From an optimization exercise on the open Yosys and OpenROAD flow, aimed at small area; shortcuts taken in it are not production practice.
Function was checked by simulation only, so behaviour that the tests miss may differ from the original.
No activity file was given, so power comes from the tool's default toggle rates.

**design/flow/standard.sh**
```bash
#!/bin/bash
# synth_recipe.tcl (not shown) runs the flow's synth.tcl, then flattens the netlist and writes it again
# the make line also repeats each setting of config.mk as NAME=value (left out here)
make -C /OpenROAD-flow-scripts/flow DESIGN_CONFIG=/design/flow/config.mk WORK_HOME=/design/flow/orfs CLKGATE_MAP_FILE= SYNTH_SCRIPT=/design/flow/synth_recipe.tcl "${@:-finish}"
```
**design/flow/flow/run.sh**
```bash
#!/bin/bash
set -euo pipefail
export BUFFER_PORTS_ARGS="-buffer_cell sky130_fd_sc_hd__buf_1"
bash standard.sh > standard_flow.log 2>&1
```
**design/flow/constraint.sdc**
```tcl
create_clock -name core_clock -period 10.0 [get_ports {clk}]
set_input_delay 2.0000 -clock core_clock [delete_from_list [all_inputs] [get_ports {clk}]]
set_output_delay 2.0000 -clock core_clock [all_outputs]
set_load 0.01 [all_outputs]
```
**design/flow/design.v**
```verilog
module powlib_ipmaxi_rd #(
   parameter int MAX_BURST = 128,
   parameter     ID        = "IPMAXI_RD",
   parameter int EAR       = 0,
   parameter int EDBG      = 0,
   parameter int B_BPD     = 4,
   parameter int B_AW      = 32,
   localparam int B_DW     = 8*B_BPD
) (
   input  logic            clk,
   input  logic            rst,
   input  logic [B_AW-1:0] wraddr,
   input  logic [B_DW-1:0] wrdata,
   input  logic            wrvld,
   output logic            wrrdy,
   output logic            wrnf,
   output logic [B_AW-1:0] rdaddr,
   output logic [B_DW-1:0] rddata,
   output logic [1:0]      rdresp,
   output logic            rdvld,
   input  logic            rdrdy,
   output logic [B_AW-1:0] araddr,
   output logic [7:0]      arlen,
   output logic [2:0]      arsize,
   output logic [1:0]      arburst,
   output logic            arvalid,
   input  logic            arready,
   input  logic [B_DW-1:0] rdata,
   input  logic [1:0]      rresp,
   input  logic            rlast,
   input  logic            rvalid,
   output logic            rready
);
   localparam logic [7:0] PTAG = 8'(EAR) ^ 8'(EDBG) ^ 8'($bits(ID)) ^ 8'(MAX_BURST);
   logic unused_ptag_s;
   assign unused_ptag_s = ^PTAG;
   logic [29:0] hd_addr_q;
   logic [31:0] hd_len_q;
   logic        hd_vld_q;
   logic [29:0] fq_addr_q [7];
   logic [31:0] fq_len_q  [7];
   logic [2:0]  fq_cnt_q;
   logic [2:0]  af_cnt_q;
   logic [6:0]  off_s;
   logic [7:0]  lim_s;
   logic [6:0]  lenm1_s;
   logic        zero_s, short_s, last_s, af_full_s;
   logic        arvalid_s, ar_hs_s, pop_s, push_s, push_hd_s, push_fq_s, fq_take_s;
   logic        beat_s, af_pop_s;
   logic [29:0] next_addr_s;
   logic [31:0] next_len_s;
   logic [7:0]  lo_sum_s;
   assign off_s     = (&hd_addr_q[9:7]) ? hd_addr_q[6:0] : 7'd0;
   assign lim_s     = 8'd128 - {1'b0, off_s};
   assign zero_s    = (hd_len_q == 32'd0);
   assign short_s   = (hd_len_q[31:7] == 25'd0) && (hd_len_q[6:0] <= ~off_s) ;
   assign last_s    = (hd_len_q[31:8] == 24'd0) && (hd_len_q[7:0] <= lim_s);
   assign lenm1_s   = hd_len_q[6:0] - 7'd1;
   assign af_full_s = af_cnt_q[2];
   assign arvalid_s = hd_vld_q && !zero_s && !af_full_s;
   assign ar_hs_s   = arvalid_s && arready;
   assign pop_s     = hd_vld_q && (zero_s || (arready && !af_full_s && last_s));
   assign push_s    = wrvld && !(hd_vld_q && (fq_cnt_q == 3'd7));
   assign push_hd_s = push_s && (fq_cnt_q == 3'd0) && (!hd_vld_q || pop_s);
   assign push_fq_s = push_s && !push_hd_s;
   assign fq_take_s = pop_s && (fq_cnt_q != 3'd0);
   logic lastwin_s;
   assign lastwin_s   = &hd_addr_q[9:7];
   assign next_addr_s = {hd_addr_q[29:10] + {19'd0, ar_hs_s && lastwin_s},
                         (ar_hs_s && lastwin_s) ? 10'd0
                                                : {hd_addr_q[9:7] + {2'd0, ar_hs_s}, hd_addr_q[6:0]}};
   assign lo_sum_s    = {1'b0, hd_len_q[6:0]} + {1'b0, off_s & {7{ar_hs_s}}};
   assign next_len_s  = {hd_len_q[31:7] - {24'd0, ar_hs_s && !lo_sum_s[7]}, lo_sum_s[6:0]};
   assign beat_s   = rvalid && rdrdy && (af_cnt_q != 3'd0);
   assign af_pop_s = beat_s && rlast;
   always_ff @(posedge clk or negedge rst) begin
      if (!rst) begin
         hd_vld_q <= 1'b0;
         fq_cnt_q <= 3'd0;
         af_cnt_q <= 3'd0;
      end else begin
         if (push_hd_s) begin
            hd_vld_q <= 1'b1;
         end else if (pop_s && (fq_cnt_q == 3'd0)) begin
            hd_vld_q <= 1'b0;
         end
         case ({push_fq_s, fq_take_s})
            2'b10:   fq_cnt_q <= fq_cnt_q + 3'd1;
            2'b01:   fq_cnt_q <= fq_cnt_q - 3'd1;
            default: ;
         endcase
         case ({ar_hs_s, af_pop_s})
            2'b10:   af_cnt_q <= af_cnt_q + 3'd1;
            2'b01:   af_cnt_q <= af_cnt_q - 3'd1;
            default: ;
         endcase
      end
   end
   logic        hd_in_s, hd_nx_s;
   logic        fq_ld_s, fq_hold_s;
   logic [6:0]  fq_sel_s;
   logic [29:0] hd_addr_d;
   logic [31:0] hd_len_d;
   assign hd_in_s   = push_hd_s;
   assign hd_nx_s   = hd_vld_q && !zero_s && !(arready && !af_cnt_q[2] && last_s);
   always_comb begin
      for (int k = 0; k < 7; k++) begin
         fq_sel_s[k] = pop_s && (fq_cnt_q == 3'(k + 1));
      end
   end
   always_comb begin
      hd_addr_d = (wraddr[31:2] & {30{hd_in_s}}) | (next_addr_s & {30{hd_nx_s}});
      hd_len_d  = (wrdata & {32{hd_in_s}}) | (next_len_s & {32{hd_nx_s}});
      for (int k = 0; k < 7; k++) begin
         hd_addr_d = hd_addr_d | (fq_addr_q[k] & {30{fq_sel_s[k]}});
         hd_len_d  = hd_len_d | (fq_len_q[k] & {32{fq_sel_s[k]}});
      end
   end
   always_ff @(posedge clk) begin
      hd_addr_q <= hd_addr_d;
      hd_len_q  <= hd_len_d;
   end
   assign fq_ld_s   = push_fq_s;
   assign fq_hold_s = !wrvld || (hd_vld_q ? ((fq_cnt_q == 3'd7) || ((fq_cnt_q == 3'd0) && pop_s)) : 1'b1);
   always_ff @(posedge clk) begin
      fq_addr_q[0] <= (wraddr[31:2] & {30{fq_ld_s}}) | (fq_addr_q[0] & {30{fq_hold_s}});
      fq_len_q[0]  <= (wrdata & {32{fq_ld_s}}) | (fq_len_q[0] & {32{fq_hold_s}});
      for (int i = 1; i < 7; i++) begin
         fq_addr_q[i] <= (fq_addr_q[i-1] & {30{fq_ld_s}}) | (fq_addr_q[i] & {30{fq_hold_s}});
         fq_len_q[i]  <= (fq_len_q[i-1] & {32{fq_ld_s}}) | (fq_len_q[i] & {32{fq_hold_s}});
      end
   end
   logic [29:0] af_cur_q;
   logic [29:0] af_wait_q [3];
   logic [2:0]  af_take_s;
   logic        af_cur_h_s, af_keep_s, af_inc_s, af_ld_s, af_hold_s;
   logic [9:0]  af_lo_inc_s;
   logic [29:0] af_cur_d;
   always_comb begin
      for (int k = 0; k < 3; k++) begin
         af_take_s[k] = af_pop_s && (af_cnt_q == 3'(k + 2));
      end
      af_cur_h_s = ar_hs_s && ((af_cnt_q == 3'd0) || ((af_cnt_q == 3'd1) && af_pop_s));
      af_keep_s  = !(rvalid && rdrdy && rlast) && (af_cnt_q != 3'd0);
      af_inc_s   = beat_s && !rlast;
      af_ld_s    = ar_hs_s && !af_cur_h_s;
      af_hold_s  = !arready || !hd_vld_q || zero_s || (af_cnt_q == 3'd4) || (af_cnt_q == 3'd0)
                 || ((af_cnt_q == 3'd1) && rvalid && rdrdy && rlast);
   end
   assign af_lo_inc_s = af_cur_q[9:0] + {9'd0, af_inc_s};
   always_comb begin
      af_cur_d = (hd_addr_q & {30{af_cur_h_s}}) | ({af_cur_q[29:10], af_lo_inc_s} & {30{af_keep_s}});
      for (int k = 0; k < 3; k++) begin
         af_cur_d = af_cur_d | (af_wait_q[k] & {30{af_take_s[k]}});
      end
   end
   always_ff @(posedge clk) begin
      af_cur_q     <= af_cur_d;
      af_wait_q[0] <= (hd_addr_q & {30{af_ld_s}}) | (af_wait_q[0] & {30{af_hold_s}});
      for (int i = 1; i < 3; i++) begin
         af_wait_q[i] <= (af_wait_q[i-1] & {30{af_ld_s}}) | (af_wait_q[i] & {30{af_hold_s}});
      end
   end
   assign wrrdy   = !(hd_vld_q && (fq_cnt_q == 3'd7));
   assign wrnf    = !hd_vld_q || (fq_cnt_q <= 3'd5);
   assign arvalid = arvalid_s;
   assign araddr  = {hd_addr_q, 2'b00};
   assign arlen   = {1'b0, short_s ? lenm1_s : ~off_s};
   assign arsize  = 3'd2;
   assign arburst = 2'b01;
   assign rdvld   = rvalid;
   assign rddata  = rdata;
   assign rdresp  = rresp;
   assign rready  = rdrdy;
   assign rdaddr  = {af_cur_q, 2'b00};
endmodule
```
**design/flow/config.mk**
```make
export PLATFORM = sky130hd
export DESIGN_NAME = powlib_ipmaxi_rd
export DESIGN_NICKNAME = powlib_ipmaxi_rd
export VERILOG_FILES = /design/flow/design.v
export SDC_FILE = /design/flow/constraint.sdc
export NUM_CORES = 4
export LEC_CHECK = 0
export CAP_MARGIN = 20
export CORE_MARGIN = 2
export CORE_UTILIZATION = 60
export CTS_BUF_LIST = sky130_fd_sc_hd__clkbuf_4
export CTS_CLUSTER_DIAMETER = 50
export CTS_CLUSTER_SIZE = 8
export SLEW_MARGIN = 20
```
==> results.json, run 1 <==
{
  "syn_to_final_growth_pct": 4.04,
  "hold_class": "flop to flop",
  "post_drt_via_cell_ratio": 6.72,
  "clkLatencyLatePin_ps": 810,
  "p_sw_w": 0.00314,
  "clockPowerShare_pct": 15.3,
  "ys.flop_type": "dfxtp_1",
  "dieArea_um2": 42800,
  "ys_warn_count": 4,
  "drtAntennaViolNets": 0,
  "clock_skew_ps": 49.1,
  "routedWlPerCell_um": 22.4,
  "fin_crit_ps": 6900,
  "ir_worst_vdd_mv": 0.182,
  "seqPwrFrac_pct": 53.4,
  "r2r_start": "hd_len_q[16]",
  "leakage_nw": 10.4,
  "die_w_um": 207,
  "grt_pass1_vias": 17900,
  "path_depth": 22,
  "async_reset_ff_share_pct": 1.12,
  "rows": 74,
  "routed_wl_um": 64400,
  "worstSetupPathType": "input port to flop",
  "tightest_slew_ps": 1130,
  "cap_violations": 0,
  "fill_cells": 3477,
  "slew_headroom_pct": 24.5,
  "gr-usage-all-layers_pct": 29.5,
  "grt-busiest-layer": "met2",
  "path_delay_family": "simple AND/OR/NAND/NOR gates",
  "grt.met3_usage_pct": 6.33,
  "arrival_ps": 7610,
  "start_util_pct": 60.6,
  "crit_slowest_cell": "nor2_1",
  "crit_path_end_kind": "flop",
  "fin_nets": 2485,
  "syn_inst": 2319,
  "rrSetupSlack_ps": 3240,
  "synth_area_um2": 24700,
  "clock_path_buffers": 3,
  "finalHoldViolCount": 0,
  "grt_max_degree": 248,
  "timing.fmax_mhz": 145,
  "cp_max_fo": 11,
  "finalSetupViolations": 0,
  "p_sw_share_pct": 37.1,
  "cp-start-kind": "input port",
  "crit_path_end": "hd_len_q[29]",
  "r2r_cells": 22,
  "postCtsHoldBufs": 0,
  "maxSlewViolCount": 0,
  "cts_tree": "yes",
  "rsz0062_at_grt": "false",
  "intPower_w": 0.00532,
  "cts_root_buffer": "clkbuf_4",
  "numCtsBuffers": 88,
  "cp_slowest_stage_delay_ps": 560,
  "drt_drc_violations_left": 0,
  "reg2reg_to": "hd_len_q[29]",
  "fin_crit_sh_pct": 69.0,
  "drt-initial-drc-count": 1982,
  "hpwl_um": 38000,
  "avgSynthCellArea_um2": 10.6,
  "ys_types": 58,
  "portBuffers": 140,
  "setup_tns_ps": 0,
  "power_w": 0.00847,
  "grt_pass1_wl_um": 100000,
  "path_cells": "buf_1 > nor2b_1 > nand2_1 > nor2_1 > nand2_1 > inv_1 > ha_1 > a21o_1 > a21oi_1 > o21bai_1 > a21oi_1 > o21bai_1 > a211oi_1 > ha_1 > ha_1 > or3b_2 > nor4_1 > nand2_1 > nor4_1 > xor2_1 > and3_1 > a221o_1",
  "ys_seq_elements": 623,
  "grt_overflow": 0,
  "grtUsageMet2_pct": 44.4,
  "finish.utilization_pct": 63.0,
  "cts.sinks": 623,
  "pwr-share-comb_pct": 31.3,
  "drive_gt1_share_pct": 6.66,
  "cts.clk_slew.worst_paths_ps": 90,
  "critPathRequiredTime_ps": 10700,
  "ios": 221,
  "ys_seq_area_share_pct": 50.7,
  "cts.repair.resized": 0,
  "h-tree-depth": 3,
  "synth_edf_count": 0,
  "power.density_nw_per_um2": 330,
  "fp.dieH_um": 207,
  "num_vias": 19400,
  "crit_buf_inv": 2,
  "core-area_um2": 40700,
  "status": "timing/DRC/antenna clean",
  "grtUsageMet1_pct": 42.4,
  "gp_congestion": 0.905,
  "cp-startpoint": "arready",
  "antenna_found_initial": 4,
  "cts_setup_buffers": 0,
  "drt-pass1-iter-count": 7
}
## state kept, by name, summed over array words and instances, names as in the netlist
name	cells
fq_addr_q	210
af_wait_q	90
hd_vld_q	1
hd_addr_q	30
fq_len_q	224
af_cur_q	30
fq_cnt_q	3
hd_len_q	32
af_cnt_q	3
## through the flow
stage | worst slack, ps | instances | instance area, um^2 | hold WS [ps]
final | 3100 | 2880 | 25700 | 479
after global routing | 2760 | 2878 | 25700 | 498
after CTS | 3250 | 2876 | 25700 | 467
after detailed placement | 2360 | 2774 | 24900 | 453
after global placement | 2420 | 2774 | 24900 | 450
after floorplan | 3740 | 2327 | 24700 | 440
## area by class of cell
type	count	area, um^2	area share, %
Inverter	29	109	0.424
Sequential cell	623	12500	48.7
Clock buffer	94	706	2.75
Multi-Input combinational cell	1420	10800	42.1
Timing Repair Buffer	170	776	3.02
Antenna cell	4	10.0	0.0390
Clock inverter	8	90.1	0.351
Tap cell	532	666	2.59
## logic make-up (layout without fill, tap and decap cells)
family | count (synthesis) | after routing | synth area share, %
flip-flops | 623 | 623 | 50.7
other | 2 | 14 | 0.0304
adder cells (fa/ha/maj) | 48 | 48 | 2.46
AO/OA/AOI/OAI | 887 | 887 | 30.3
buffers and inverters | 284 | 301 | 6.02
multiplexers | 13 | 13 | 0.527
AND/OR/NAND/NOR | 397 | 397 | 7.68
XOR/XNOR | 65 | 65 | 2.31
## power by group through the flow
stage,logic (W),registers (W),clock network [W]
after floorplan,0.00206,0.00429,0
after global placement,0.00257,0.00450,0
after detailed placement,0.00263,0.00453,0
after CTS,0.00264,0.00449,0.00134
after global routing,0.00293,0.00466,0.00144
final,0.00265,0.00452,0.00130
## worst register-to-register path, stage by stage, from the launching register on
cell      delay [ps]
dfxtp_1          360
or4_1            680
or4_1            820
o21ai_0          440
nor2_1           230
nand2_1          170
inv_1             60
ha_1             260
a21o_1           150
a21oi_1          220
o21bai_1          90
a21oi_1          220
o21bai_1          90
a211oi_1         250
ha_1             330
ha_1             230
or3b_2           520
nor4_1           470
nand2_1          240
nor4_1           270
xor2_1           110
and3_1           200
a221o_1          250
## layer usage
| metal | routed length, um | vias up |
|---|---|---|
| met2 | 28400 | 789 |
| met5 | 0 | - |
| met3 | 4970 | 118 |
| met4 | 1500 | 0 |
| li1 | - | 8980 |
| met1 | 29600 | 9475 |
## worst min-delay path by stage
stage | startpoint | end | slack (ps) | depth (start not counted)
6_report | fq_addr_q[6][12] | fq_addr_q[6][12] | 480 | 1
5_1_grt | fq_len_q[5][15] | hd_len_q[15] | 500 | 2
2_1_floorplan | fq_addr_q[6][1] | hd_addr_q[1] | 440 | 2
3_3_place_gp | fq_addr_q[6][4] | hd_addr_q[4] | 450 | 2
4_1_cts | fq_addr_q[6][1] | hd_addr_q[1] | 470 | 2
3_5_place_dp | fq_addr_q[6][26] | fq_addr_q[6][26] | 450 | 1
## layout by cell type (no fill, tap or decap), types with 17 or more instances in the layout
master,count
dfxtp_1,616
a22o_1,533
nand2_1,152
buf_1,140
a22oi_1,135
clkbuf_4,94
nand3_1,91
a222oi_1,64
ha_1,47
xnor2_1,41
nor2_1,38
and3_1,29
inv_1,28
buf_4,28
a221oi_1,25
xor2_1,24
a21oi_1,20
a221o_1,17
## cells in the mapped netlist (all sizes together) (14+ instances only)
cell / count / share of area (%)
ha: 47 / 2.4
xnor2: 41 / 1.5
nor3: 15 / 0.30
a22o: 533 / 19
a31oi: 14 / 0.35
a222oi: 64 / 2.6
a22oi: 135 / 4.1
clkbuf: 108 / 1.6
a221oi: 25 / 0.89
nor2: 44 / 0.67
and3: 32 / 0.81
o211ai: 16 / 0.49
a21oi: 21 / 0.43
buf: 147 / 3.9
dfxtp: 616 / 50
inv: 28 / 0.43
xor2: 24 / 0.85
nand3: 91 / 1.8
nand2: 152 / 2.3
a221o: 17 / 0.69
==> run 2, diff against run 1 <==
==> design/flow/flow/run.sh (replaced) <==
#!/bin/bash
# The standard layout (standard.sh) with two changes:
#  - ABC maps the combinational logic with an area-oriented script (flow/abc_area_nf.script)
#    in place of ORFS's speed script; the rest of the synthesis (synth_recipe.tcl, sourced
#    unchanged) and every register stay as the standard synthesis makes them;
#  - the port buffers are made from the smallest buffer cell.
# Each tool's output stays in ORFS's own logs under orfs/logs; make's output goes to
# standard_flow.log.
set -euo pipefail
here=$(pwd)
cat > "$here/area_synth.tcl" <<TCL
proc abc {args} {
  set i [lsearch -exact \$args -script]
  if { \$i >= 0 } { lset args [expr { \$i + 1 }] $here/flow/abc_area_nf.script }
  yosys abc {*}\$args
}
source $here/synth_recipe.tcl
TCL
sed "s#SYNTH_SCRIPT=[^ ]*#SYNTH_SCRIPT=$here/area_synth.tcl #" standard.sh > "$here/area_standard.sh"
grep -q "SYNTH_SCRIPT=$here/area_synth.tcl" "$here/area_standard.sh"
export BUFFER_PORTS_ARGS="-buffer_cell sky130_fd_sc_hd__buf_1"
bash "$here/area_standard.sh" > standard_flow.log 2>&1
==> design/flow/flow/abc_area_nf.script (new file) <==
&get -n
&st
&dch
&nf -R 1000
&put
--- a/design/flow/config.mk
+++ b/design/flow/config.mk
@@ -8,7 +8,7 @@
 export CAP_MARGIN = 20
 export CORE_MARGIN = 2
 export CORE_UTILIZATION = 60
-export CTS_BUF_LIST = sky130_fd_sc_hd__clkbuf_4
+export CTS_BUF_LIST = sky130_fd_sc_hd__clkbuf_2 sky130_fd_sc_hd__clkbuf_4
 export CTS_CLUSTER_DIAMETER = 50
 export CTS_CLUSTER_SIZE = 8
 export SLEW_MARGIN = 20
==> results.json, run 2 <==
{
  "layout_commonest_cell": "dfxtp_1",
  "drt_drc_violations_left": 0,
  "start_util_pct": 61.2,
  "gp_congestion": 0.878,
  "finish.utilization_pct": 66.7,
  "fill_cells": 3096,
  "clock_skew_ps": 27.3,
  "antenna_found_initial": 3,
  "drt-pass1-iter-count": 8,
  "regMostFlops": "fq_len_q",
  "worst_hold_path.num_cells": 1,
  "synth_edf_count": 0,
  "async_reset_ff_share_pct": 1.12,
  "final_cell_mix": "613 x dfxtp_1, 539 x a22o_1, 140 x buf_1, 126 x nand2_1, 97 x clkbuf_4",
  "syn_to_final_growth_pct": 8.90,
  "synthTopCellsByCount": "616 x dfxtp_1, 539 x a22o_1, 128 x nand2_1",
  "finalHoldViolCount": 0,
  "place_area_um2": 24400,
  "slew_headroom_pct": 26.5,
  "fin_crit_sh_pct": 79.9,
  "portBuffers": 140,
  "routed_wl_um": 60700,
  "post_drt_via_cell_ratio": 6.72,
  "ys_warn_count": 4,
  "arrival_ps": 8650,
  "hold_class": "flop to flop",
  "cts.repair.resized": 0,
  "synth_top_area_share_pct": 53.2,
  "worstSetupPathType": "flop to flop",
  "rrSetupSlack_ps": 2010,
  "h-tree-depth": 3,
  "rsz0062_at_grt": "false",
  "reg2reg_to": "hd_len_q[25]",
  "min_from": "fq_addr_q[6][12]",
  "yosysTopAreaCell": "dfxtp_1",
  "rows": 71,
  "ys_types": 44,
  "cts_setup_buffers": 0,
  "cp_slowest_stage_delay_ps": 530,
  "crit_slowest_cell": "or4_1",
  "grt_pass1_wl_um": 97400,
  "grt_max_degree": 182,
  "postCtsHoldBufs": 0,
  "syn_inst": 2057,
  "clock_path_buffers": 3,
  "leakage_nw": 10.3,
  "ios": 221,
  "r2r_cells": 35,
  "gr-usage-all-layers_pct": 29.5,
  "cts_root_buffer": "clkbuf_4",
  "cp_common_cell": "nand2_1",
  "synth_area_leaders": "dfxtp_1 53%, a22o_1 20%, a22oi_1 2.8%",
  "hpwl_um": 35800,
  "fin_area_um2": 25200,
  "synth_most_common_cell": "dfxtp_1",
  "fin_nets": 2433,
  "tightest_slew_ps": 1100,
  "ys.flop_type": "dfxtp_1",
  "die_w_um": 201,
  "hold-path-endpoint": "fq_addr_q[6][12]",
  "critPathRequiredTime_ps": 10670,
  "routedWlPerCell_um": 21.6,
  "crit_path_end_kind": "flop",
  "grt_pass1_vias": 18100,
  "drt-initial-drc-count": 1711,
  "cts_tree": "yes",
  "cts.clk_slew.worst_paths_ps": 80,
  "maxSlewViolCount": 0,
  "finalSetupViolations": 0,
  "drive_gt1_share_pct": 6.81,
  "core-area_um2": 37800,
  "timing.fmax_mhz": 125,
  "cp-start-kind": "flop",
  "synth_area_um2": 23200,
  "largest_reg_flops": 224,
  "ys_seq_area_share_pct": 54.0,
  "cap_violations": 0,
  "status": "timing/DRC/antenna clean",
  "fp.dieH_um": 201,
  "avgSynthCellArea_um2": 11.3,
  "fin_crit_ps": 7990,
  "dieArea_um2": 40200,
  "ir_worst_vdd_mv": 0.152,
  "grt_overflow": 0,
  "num_vias": 18800,
  "cts.sinks": 623,
  "cp_max_fo": 11,
  "clkLatencyLatePin_ps": 810,
  "power.density_nw_per_um2": 324,
  "ys_seq_elements": 623,
  "numCtsBuffers": 89,
  "drtAntennaViolNets": 0,
  "reg_top3": "fq_len_q x224, fq_addr_q x210, af_wait_q x90",
  "r2r_start": "hd_len_q[25]"
}
-- run 2: cell count changes after synthesis, sizes merged, moves of 31 or more --
cell | before | now
clkinv | 1 | 40
a22oi | 135 | 87
clkbuf | 108 | 0
buf | 147 | 46
a221oi | 25 | 71
nor2 | 44 | 75
-- run 2: stage by stage --
step | setup WS [ps] | hold WS [ps] | cells | TNS [ps] | power (W)
2_1_floorplan | -8020 | 437 | 2065 | -3058070 | 0.00631
3_3_place_gp | 2170 | 455 | 2699 | 0 | 0.00675
3_5_place_dp | 2030 | 456 | 2699 | 0 | 0.00687
4_1_cts | 2030 | 473 | 2801 | 0 | 0.00819
5_1_grt | 1270 | 491 | 2805 | 0 | 0.00871
6_report | 2010 | 480 | 2806 | 0 | 0.00818
-- run 2: cells by family after synthesis --
logic type                 count (synthesis)  share of synthesized area (%)
AOI/OAI and AO/OA                        869                           31.8
DFF                                      623                           54.0
and+or+nand+nor                          377                           7.52
buffers and inverters                     86                           2.14
xor gates and xnor gates                  52                           1.97
adders and majority gates                 48                           2.62
other                                      2                         0.0324
-- run 2: where the power goes --
| part | internal, W | total [W] | leakage, nW | switching, W |
|---|---|---|---|---|
| combinational | 0.00118 | 0.00231 | 4.62 | 0.00113 |
| sequential | 0.00362 | 0.00456 | 5.20 | 0.000938 |
| clock | 0.000498 | 0.00131 | 0.476 | 0.000809 |
-- run 2: area by class of cell --
cell class                      instances  area, um^2  share of cell area, %
Clock inverter                          5        78.8                  0.312
Tap cell                              511         639                   2.53
Multi-Input combinational cell       1356       10300                   41.0
Timing Repair Buffer                  170         783                   3.10
Inverter                               40         150                  0.595
Antenna cell                            4        10.0                 0.0397
Clock buffer                           97         728                   2.89
Sequential cell                       623       12500                   49.6
-- run 2: critical path: cells and delay by family, from the launching register on --
kind                       cells  cell delay [ps]
DFF                            1              340
and+or+nand+nor               20             4300
adders and majority gates      3              960
AOI/OAI and AO/OA              8             1390
buffers and inverters          4              840
-- run 2: worst max path at each step --
stage                 start  slack [ps]  cells past startpoint           end
6_report       hd_len_q[25]        2010                     35  hd_len_q[25]
3_5_place_dp        arready        2030                     29  hd_len_q[25]
4_1_cts        hd_len_q[25]        2030                     35  hd_len_q[25]
3_3_place_gp        arready        2170                     29  hd_len_q[25]
2_1_floorplan       arready       -8020                      9   fq_cnt_q[2]
5_1_grt        hd_len_q[25]        1270                     35  hd_len_q[25]
-- run 2: per-layer routing --
layer	global-route usage, %	vias to the layer above	routed length (um)
met5	0	-	0
met4	10.6	0	1500
met3	5.16	121	4160
met2	46.4	693	27800
met1	40.9	9253	27300
li1	-	8780	-
==> run 3, diff against run 2 <==
--- a/design/flow/config.mk
+++ b/design/flow/config.mk
@@ -8,7 +8,7 @@
 export CAP_MARGIN = 20
 export CORE_MARGIN = 2
 export CORE_UTILIZATION = 60
-export CTS_BUF_LIST = sky130_fd_sc_hd__clkbuf_2 sky130_fd_sc_hd__clkbuf_4
+export CTS_BUF_LIST = sky130_fd_sc_hd__clkbuf_4
 export CTS_CLUSTER_DIAMETER = 50
 export CTS_CLUSTER_SIZE = 8
 export SLEW_MARGIN = 20
==> results.json, run 3 <==
{
  "p_sw_w": 0.00287,
  "crit_slowest_cell": "or4_1",
  "setup_ws_ps": 2010,
  "pwr-share-comb_pct": 28.2,
  "drt-initial-drc-count": 1711,
  "intPower_w": 0.00530,
  "numCtsBuffers": 89,
  "antenna_found_initial": 3,
  "fin_crit_sh_pct": 79.9,
  "yosysTopAreaCell": "dfxtp_1",
  "finalHoldViolCount": 0,
  "fin_crit_ps": 7990,
  "portBuffers": 140,
  "cts_root_buffer": "clkbuf_4",
  "ir_worst_vdd_mv": 0.152,
  "rrSetupSlack_ps": 2010,
  "cts.repair.resized": 0,
  "grt_pass1_vias": 18100,
  "power_w": 0.00818,
  "fp.dieH_um": 201,
  "critPathRequiredTime_ps": 10670,
  "clock_skew_ps": 27.3,
  "clockPowerShare_pct": 16.0,
  "cap_violations": 0,
  "drtAntennaViolNets": 0,
  "ys_warn_count": 4,
  "avgSynthCellArea_um2": 11.3,
  "rows": 71,
  "regMostFlops": "fq_len_q",
  "hold-path-endpoint": "fq_addr_q[6][12]",
  "post_drt_via_cell_ratio": 6.72,
  "reg_top3": "fq_len_q x224, fq_addr_q x210, af_wait_q x90",
  "ys.flop_type": "dfxtp_1",
  "ys_seq_elements": 623,
  "reg2reg_to": "hd_len_q[25]",
  "status": "timing/DRC/antenna clean",
  "ys_types": 44,
  "routed_wl_um": 60700,
  "final_cell_mix": "613 x dfxtp_1, 539 x a22o_1, 140 x buf_1, 126 x nand2_1, 97 x clkbuf_4",
  "num_vias": 18800,
  "rsz0062_at_grt": "false",
  "ys_seq_area_share_pct": 54.0,
  "worst_hold_path.num_cells": 1,
  "finalSetupViolations": 0,
  "leakage_nw": 10.3,
  "hold_class": "flop to flop",
  "seqPwrFrac_pct": 55.8,
  "postCtsHoldBufs": 0,
  "arrival_ps": 8650,
  "cts_tree": "yes",
  "drt-pass1-iter-count": 8,
  "grt_pass1_wl_um": 97400,
  "synthTopCellsByCount": "616 x dfxtp_1, 539 x a22o_1, 128 x nand2_1",
  "tightest_slew_ps": 1100,
  "setup_tns_ps": 0,
  "core-area_um2": 37800,
  "drive_gt1_share_pct": 6.81,
  "min_from": "fq_addr_q[6][12]",
  "clkLatencyLatePin_ps": 810,
  "cts_setup_buffers": 0,
  "die_w_um": 201,
  "synth_area_um2": 23200,
  "cp_max_fo": 11,
  "largest_reg_flops": 224,
  "routedWlPerCell_um": 21.6,
  "fin_nets": 2433,
  "gr-usage-all-layers_pct": 29.5,
  "hpwl_um": 35800,
  "slew_headroom_pct": 26.5,
  "async_reset_ff_share_pct": 1.12,
  "synth_top_area_share_pct": 53.2,
  "syn_to_final_growth_pct": 8.90,
  "ios": 221,
  "synth_edf_count": 0,
  "dieArea_um2": 40200,
  "synth_area_leaders": "dfxtp_1 53%, a22o_1 20%, a22oi_1 2.8%",
  "fill_cells": 3096,
  "place_ws_ps": 2030,
  "r2r_cells": 35,
  "r2r_start": "hd_len_q[25]",
  "cp-start-kind": "flop",
  "crit_path_end_kind": "flop",
  "syn_inst": 2057,
  "power.density_nw_per_um2": 324,
  "grt_max_degree": 182,
  "p_sw_share_pct": 35.1,
  "clock_path_buffers": 3,
  "start_util_pct": 61.2,
  "h-tree-depth": 3,
  "cp_common_cell": "nand2_1",
  "synth_most_common_cell": "dfxtp_1",
  "drt_drc_violations_left": 0,
  "cts.sinks": 623,
  "worstSetupPathType": "flop to flop",
  "cp_slowest_stage_delay_ps": 530,
  "gp_congestion": 0.878,
  "timing.fmax_mhz": 125,
  "cts.clk_slew.worst_paths_ps": 80,
  "layout_commonest_cell": "dfxtp_1",
  "grt_overflow": 0,
  "maxSlewViolCount": 0
}
[run 3: cell counts after synthesis]
No cell type changed its count.
[run 3: metrics by stage]
step / cell area (um^2) / std cells / util, % / hold WS, ps
after floorplan: 23300 / 2065 / - / 437
after global placement: 24400 / 2699 / 64.5 / 455
after detailed placement: 24400 / 2699 / 64.5 / 456
after CTS: 25200 / 2801 / 66.6 / 473
after global routing: 25200 / 2805 / 66.7 / 491
final: 25200 / 2806 / 66.7 / 480
[run 3: logic make-up (layout without fill, tap and decap cells)]
logic type	Yosys count	count (layout)	synth area share, %
AO/OA/AOI/OAI	869	869	31.8
flip-flops	623	623	54.0
AND/OR/NAND/NOR	377	377	7.52
buffers and inverters	86	312	2.14
XOR/XNOR	52	52	1.97
adder cells (fa/ha/maj)	48	48	2.62
other	2	14	0.0324
[run 3: layout make-up]
type	count	area [um^2]	area share (%)
diodes	4	10.0	0.0397
clock buffers	97	728	2.89
clock inverters	5	78.8	0.312
inverters	40	150	0.595
multi-input cells	1356	10300	41.0
flip-flops and latches	623	12500	49.6
well taps	511	639	2.53
repair buffers	170	783	3.10
[run 3: worst max path at each step]
stage                       startpoint            to  slack [ps]  depth (start not counted)
after floorplan                arready   fq_cnt_q[2]       -8020                          9
after global placement         arready  hd_len_q[25]        2170                         29
after CTS                 hd_len_q[25]  hd_len_q[25]        2030                         35
final                     hd_len_q[25]  hd_len_q[25]        2010                         35
after detailed placement       arready  hd_len_q[25]        2030                         29
after global routing      hd_len_q[25]  hd_len_q[25]        1270                         35
[run 3: metal layers]
| layer | GRT usage, % | routed length, um | up-vias |
|---|---|---|---|
| met5 | 0 | 0 | - |
| met4 | 10.6 | 1500 | 0 |
| met3 | 5.16 | 4160 | 121 |
| met2 | 46.4 | 27800 | 693 |
| met1 | 40.9 | 27300 | 9253 |
| li1 | - | - | 8780 |
[run 3: power groups by stage]
stage / Sequential, W / Clock [W] / Combinational, W
floorplan: 0.00435 / 0 / 0.00196
global placement: 0.00454 / 0 / 0.00221
detailed placement: 0.00458 / 0 / 0.00229
CTS: 0.00454 / 0.00135 / 0.00231
global route: 0.00470 / 0.00145 / 0.00256
finish: 0.00456 / 0.00131 / 0.00231
[run 3: worst max-delay path, delay by kind of cell, from the launching register on]
kind                       cells  cell delay (ps)
DFF                            1              340
adders and majority gates      3              960
AOI/OAI and AO/OA              8             1390
and+or+nand+nor               20             4300
buffers and inverters          4              840

==> separate check: timing with driven ports <==
Ports are ideal in the flow. The routed layouts listed here were re-timed in OpenROAD.
Step 1: set_driving_cell puts a clkbuf_16 on clk and a buf_2 on each other input, an assumption about the parent block.
Step 2 also shifts input and output timing later by t, the mid clock arrival at the registers, as if the neighbouring blocks saw the same clock.
a / b / c = ideal / step 1 / step 2; a / b = the first two.
| run | t, ns | setup slack, ns | worst hold slack (ns) | slew at the worst register clock pin (ns) |
|---|---|---|---|---|
| run 1 | 0.843 | 3.098 / 3.129 / 2.287 | 0.479 / 0.479 / 0.479 | 0.10 / 0.10 |
| run 2 | 0.847 | 2.014 / 2.014 / 1.954 | 0.480 / 0.480 / 0.480 | 0.10 / 0.10 |
| run 3 | 0.847 | 2.014 / 2.014 / 1.954 | 0.480 / 0.480 / 0.480 | 0.10 / 0.10 |
After both steps every run listed still meets setup and hold. For run 1, which loses most, drivers alone change the setup slack by +0.031 ns; drivers and shift together by -0.811 ns.
